This design comes from an exercise in tuning for small area, a short achievable clock period and few clock cycles per item on the open sky130 flow, not from production work.
RTL that was checked went through simulation tests only; none was proved equivalent to the original.

==> inputs of trial 94 <==
// iir_biquad_sched
module iir_biquad_sched (
    input  logic               clk,
    input  logic               rst,
    input  logic               sample_valid,
    input  logic signed [15:0] din,
    output logic signed [15:0] dout,
    output logic               dout_valid,
    output logic               busy,
    output logic               overrun,
    input  logic               cfg_we,
    input  logic [5:0]         cfg_addr,
    input  logic [15:0]        cfg_wdata,
    output logic               cfg_err,
    input  logic               hist_clr
);
Settings: LEC_CHECK=0, ABC_AREA=1, CAP_MARGIN=20, CORE_MARGIN=2, CORE_UTILIZATION=40, CTS_BUF_LIST=sky130_fd_sc_hd__clkbuf_4 sky130_fd_sc_hd__clkbuf_8, SETUP_SLACK_MARGIN=5, SLEW_MARGIN=20; clock period 11.0 ns.
standard.sh (not shown) runs the stock make flow with config.mk's settings and CLKGATE_MAP_FILE= SYNTH_SCRIPT=/design/flow/synth_recipe.tcl, a recipe that flattens the netlist after the stock synthesis.
==> flow/flow/run.sh <==
#!/bin/bash
# Standard layout, with one step added after the standard synthesis:
# flow/invopt.py re-chooses the polarity of the full adders (and xor/xnor
# gates) of the synthesized netlist to drop the inverters between them, and
# flow/combeq.py checks on random vectors that the new netlist computes the
# same register inputs and outputs. Registers are left as synthesized.
set -euo pipefail
R=$PWD/orfs/results/sky130hd/iir_biquad_sched/base
bash standard.sh "$R/1_2_yosys.v" > synth.log 2>&1
cp "$R/1_2_yosys.v" yosys_standard.v
python3 flow/invopt.py yosys_standard.v yosys_invopt.v > invopt.log 2>&1
python3 flow/combeq.py yosys_standard.v yosys_invopt.v 16 > combeq.log 2>&1
grep -q 'equal$' combeq.log
cp yosys_invopt.v "$R/1_2_yosys.v"
touch "$R/1_2_yosys.v"
bash standard.sh finish > finish.log 2>&1
Other scripts of this flow, unchanged in this note and not shown: flow/flow/combeq.py, flow/flow/invopt.py
==> build 29 (differences from trial 94) <==
--- a/flow/flow/run.sh
+++ b/flow/flow/run.sh
@@ -14,3 +14,3 @@
 cp yosys_invopt.v "$R/1_2_yosys.v"
 touch "$R/1_2_yosys.v"
-bash standard.sh finish > finish.log 2>&1
+bash standard.sh finish SETUP_SLACK_MARGIN=6 > finish.log 2>&1
CORE_UTILIZATION = 55   (was 40)
CTS_BUF_LIST = not set   (was sky130_fd_sc_hd__clkbuf_4 sky130_fd_sc_hd__clkbuf_8)
PLACE_DENSITY = 0.7   (was not set)
==> build 87 (differences from trial 94) <==
--- a/flow/flow/run.sh
+++ b/flow/flow/run.sh
@@ -14,3 +14,3 @@
 cp yosys_invopt.v "$R/1_2_yosys.v"
 touch "$R/1_2_yosys.v"
-bash standard.sh finish > finish.log 2>&1
+bash standard.sh finish SETUP_SLACK_MARGIN=6 > finish.log 2>&1
CTS_BUF_LIST = not set   (was sky130_fd_sc_hd__clkbuf_4 sky130_fd_sc_hd__clkbuf_8)
==> notes <==
Against trial 94, the hold slack of build 87 is lower by 0.029 ns.
Global-route usage, highest first: build 29, build 87, trial 94.
In trial 94 the final area is smaller than in build 87, by about 7%.
In trial 94 the count of clock-buffer cells in the layout is higher than in build 87, by 90.
Synthesized cell count is the same in trial 94 and build 29.
Via count, lowest first: trial 94, build 87, build 29.
Against build 87, the maximum frequency of build 29 is smaller by about 0.5%.
Of trial 94 and build 29, trial 94 has the higher final cell count (gap 4.0%, measured against build 29).
==> figures <==
Layout overhead on the synthesized area: build 29 24.3%; build 87 24.0%; trial 94 15.0%
Fraction of layout cells with a size suffix above 1: build 29 27.6%; build 87 27.3%; trial 94 16.9%
Placer congestion estimate: build 29 0.982; build 87 0.977; trial 94 0.973
Number of clock buffers in the layout: build 29 118; build 87 119; trial 94 209
CP Depth: build 29 13; build 87 13; trial 94 19
Clock-pin slew on the worst setup and hold paths: build 29 0.07 ns; build 87 0.06 ns; trial 94 0.06 ns
M1 WL: build 29 83,900 um; build 87 95,300 um; trial 94 95,500 um
Routed Wire Length: build 29 236,000 um; build 87 250,000 um; trial 94 232,000 um
GRT met3 Usage: build 29 9.25%; build 87 5.87%; trial 94 5.34%
Result of the run: build 29 no timing/DRC/antenna violations; build 87 no timing/DRC/antenna violations; trial 94 no timing/DRC/antenna violations
Final critical-path share of the clock period: build 29 52.8%; build 87 52.5%; trial 94 53.7%
Origin of the worst setup path: build 29 din[9]; build 87 din[12]; trial 94 sa_q[0]
Source-to-sink clock delay at the later pin of the worst-skew pair: build 29 0.72 ns; build 87 0.74 ns; trial 94 0.93 ns
Average vias per placed instance: build 29 6.39; build 87 5.90; trial 94 5.78
Testbench counts of trial 94, summed over its fixed seeds: cycles 6,424, items 1,600.
Testbench counts of build 29, summed over its fixed seeds: cycles 6,424, items 1,600.
Testbench counts of build 87, summed over its fixed seeds: cycles 6,424, items 1,600.

---

==> inputs of job 4334 <==
iir_biquad_sched, a different RTL version from the one above (not shown whole).
Design iir_biquad_sched, start of the top module:
module iir_biquad_sched (
    input  logic               clk,
    input  logic               rst,
    input  logic               sample_valid,
    input  logic signed [15:0] din,
    output logic signed [15:0] dout,
    output logic               dout_valid,
    output logic               busy,
    output logic               overrun,
    input  logic               cfg_we,
    input  logic [5:0]         cfg_addr,
    input  logic [15:0]        cfg_wdata,
    output logic               cfg_err,
    input  logic               hist_clr
);
Settings: LEC_CHECK=0, ABC_AREA=1, CAP_MARGIN=20, CORE_MARGIN=2, CORE_UTILIZATION=40, SETUP_SLACK_MARGIN=4.5, SLEW_MARGIN=20; clock period 11.0 ns.
run.sh (not shown) runs the stock make flow with config.mk's settings and CLKGATE_MAP_FILE= SYNTH_SCRIPT=/design/flow/synth_recipe.tcl, a recipe that flattens the netlist after the stock synthesis.
Stock flow here: none of the scripts above is used.
==> job 7799 (differences from job 4334) <==
--- a/flow/config.mk
+++ b/flow/config.mk
@@ -10,3 +10,4 @@
 export CORE_MARGIN = 2
-export CORE_UTILIZATION = 40
+export CORE_UTILIZATION = 60
+export PLACE_DENSITY = 0.72
 export SETUP_SLACK_MARGIN = 4.5
==> comparison table <==
	job 7799	job 4334
Result of the run	no timing/DRC/antenna violations	no timing/DRC/antenna violations
Worst-Margin Slew	1.19 ns	1.16 ns
Arrival time of the worst setup path	6.74 ns	6.76 ns
Period utilisation layout	57.8%	57.6%
Global-route wire length before repair	336000 um	335000 um
Sequential portion of the cell area	33.7%	33.1%
Core region area	109000 um^2	164000 um^2
Number of well-tap cells placed	1414	2189
Clock network share of area	3.92%	4.04%
Row Count	121	149
Setup slack at placement	3.67 ns	3.68 ns
Multi-input gate share of the layout cell area	51.5%	50.5%
Initial antenna violation count	5	11
Layout buffering overhead excluding clock cells	2.80%	3.04%
No functional check of the RTL was part of any run of this note.

---

==> run D <==
iir_biquad_sched with an RTL version that a note above also has.
export LEC_CHECK = 0
export ABC_AREA = 1
export CAP_MARGIN = 20
export CORE_MARGIN = 2
export CORE_UTILIZATION = 40
export SETUP_SLACK_MARGIN = 5
export SLEW_MARGIN = 20
create_clock -name core_clock -period 11.0 [get_ports {clk}]
standard.sh (not shown) runs the stock make flow with config.mk's settings and CLKGATE_MAP_FILE= SYNTH_SCRIPT=/design/flow/synth_recipe.tcl, a recipe that flattens the netlist after the stock synthesis.
==> flow/flow/run.sh <==
#!/bin/bash
# Standard layout, with one step added after the standard synthesis:
# flow/invopt.py re-chooses the polarity of the full adders (and xor/xnor
# gates) of the synthesized netlist to drop the inverters between them, and
# flow/combeq.py checks on random vectors that the new netlist computes the
# same register inputs and outputs. Registers are left as synthesized.
set -euo pipefail
R=$PWD/orfs/results/sky130hd/iir_biquad_sched/base
bash standard.sh "$R/1_2_yosys.v" > synth.log 2>&1
cp "$R/1_2_yosys.v" yosys_standard.v
python3 flow/invopt.py yosys_standard.v yosys_invopt.v > invopt.log 2>&1
python3 flow/combeq.py yosys_standard.v yosys_invopt.v 16 > combeq.log 2>&1
grep -q 'equal$' combeq.log
cp yosys_invopt.v "$R/1_2_yosys.v"
touch "$R/1_2_yosys.v"
bash standard.sh finish > finish.log 2>&1
Other scripts of this flow, unchanged in this note and not shown: flow/flow/combeq.py, flow/flow/invopt.py
==> run C: changes against run D <==
--- a/flow/config.mk
+++ b/flow/config.mk
@@ -11,2 +11,4 @@
 export CORE_UTILIZATION = 40
+export CTS_BUF_LIST = sky130_fd_sc_hd__clkbuf_2 sky130_fd_sc_hd__clkbuf_4
+export CTS_CLUSTER_SIZE = 20
 export SETUP_SLACK_MARGIN = 5
==> notes.md <==
	run C	run D
Outcome	finished clean	finished clean
Estimated wirelength of the detail-placed design	166000 um	167000 um
Final instance area	73700 um^2	73600 um^2
Worst r2r src	sa_q[30]	sb_q[20]
Most used cell along the critical path	sky130_fd_sc_hd__nand2_4	sky130_fd_sc_hd__nand2_1
Buffers & Inverters on Critical Path	3	1
Area added between synthesis and finish	14.9%	14.9%
Data arrival time of the critical path	3910 ps	6550 ps
CP max stage cell	sky130_fd_sc_hd__fa_2	sky130_fd_sc_hd__fa_1
Count of plain and timing-repair buffers in the layout	338	327
Final standard cell utilization of the core	46.4%	46.4%
Maximum clock frequency	164 MHz	168 MHz
Testbench counts of run D, summed over its fixed seeds: cycles 6,424, items 1,600.
Testbench counts of run C, summed over its fixed seeds: cycles 6,424, items 1,600.

---

==> run Z <==
Starting RTL as in the previous note.
Settings: LEC_CHECK=0, ABC_AREA=1, CAP_MARGIN=5, CORE_MARGIN=2, CORE_UTILIZATION=40, SETUP_SLACK_MARGIN=5, SLEW_MARGIN=5; clock period 11.0 ns.
Scripts as last shown in full above: flow/flow/run.sh
Other scripts of this flow, unchanged in this note and not shown: flow/flow/combeq.py, flow/flow/invopt.py
==> inputs of run R, as changes to run Z <==
Settings changed: CAP_MARGIN 5 to 20, SLEW_MARGIN 5 to 20, TNS_END_PERCENT from default to 5.
==> comparison table <==
| quantity | run R | run Z |
|---|---|---|
| Hold Path Sink | y2_q[1]$_DFFE_PP_ | y2_q[6]$_DFFE_PP_ |
| Biggest cell delay along the critical path | 0.51 ns | 0.36 ns |
| Post-route cell area | 73000 um^2 | 73900 um^2 |
| Result of the run | no timing/DRC/antenna violations | no timing/DRC/antenna violations |
| Reg-to-reg critical path startpoint | rs_q[21]$_DFF_P_ | rs_q[3]$_DFF_P_ |
| Capturing element type of the critical path | flop | primary output |
| Placed standard-cell area | 67400 um^2 | 67400 um^2 |
| Pin count of the biggest net entering global routing | 78 | 60 |
| Critical path depth in cells | 16 | 21 |
| Area added between synthesis and finish | 13.8% | 15.2% |
| Footprint of the flip-flops and latches | 24300 um^2 | 24300 um^2 |
| Routed via count divided by cell count | 5.79 | 5.81 |
| TritonRoute pass-1 iters | 6 | 8 |
Testbench counts of run Z, summed over its fixed seeds: cycles 6,424, items 1,600.
Testbench counts of run R, summed over its fixed seeds: cycles 6,424, items 1,600.

re-timing with driven ports:
The results above use ideal ports. As a check the final layouts listed here were re-extracted and re-timed, cells and wires unchanged.
Step 1: set_driving_cell puts a clkbuf_16 on clk and a buf_2 on each other input, an assumption about the parent block.
Step 2 adds t to the input delays and takes it off the output delays; t is the mean of the earliest and latest rising clock arrival at the registers after step 1. Input paths then give back, and output paths get back, about the clock's delay inside the block.
a / b / c = no drivers / after step 1 / after step 2; a / b = the first two.
| run | t, ns | setup slack, ns | cell pins on the clock port's net |
|---|---|---|---|
| trial 94 | 0.968 | 5.090 / 5.016 / 4.584 | 1 |
| build 29 | 0.778 | 5.192 / 5.224 / 4.472 | 1 |
| build 87 | 0.766 | 5.221 / 5.262 / 4.499 | 1 |
| job 4334 | 0.782 | 4.662 / 4.651 / 4.591 | 1 |
| job 7799 | 0.742 | 4.639 / 4.630 / 4.529 | 1 |
| run D | 0.791 | 5.062 / 5.043 / 4.582 | 1 |
| run C | 1.292 | 4.895 / 4.822 / 4.614 | 1 |
| run Z | 0.788 | 5.136 / 5.055 / 4.567 | 1 |
| run R | 0.793 | 4.891 / 4.876 / 4.594 | 1 |
After both steps setup and hold are still met in every run listed. For build 87, which loses most, drivers alone change the setup slack by +0.041 ns; drivers and shift together by -0.722 ns.
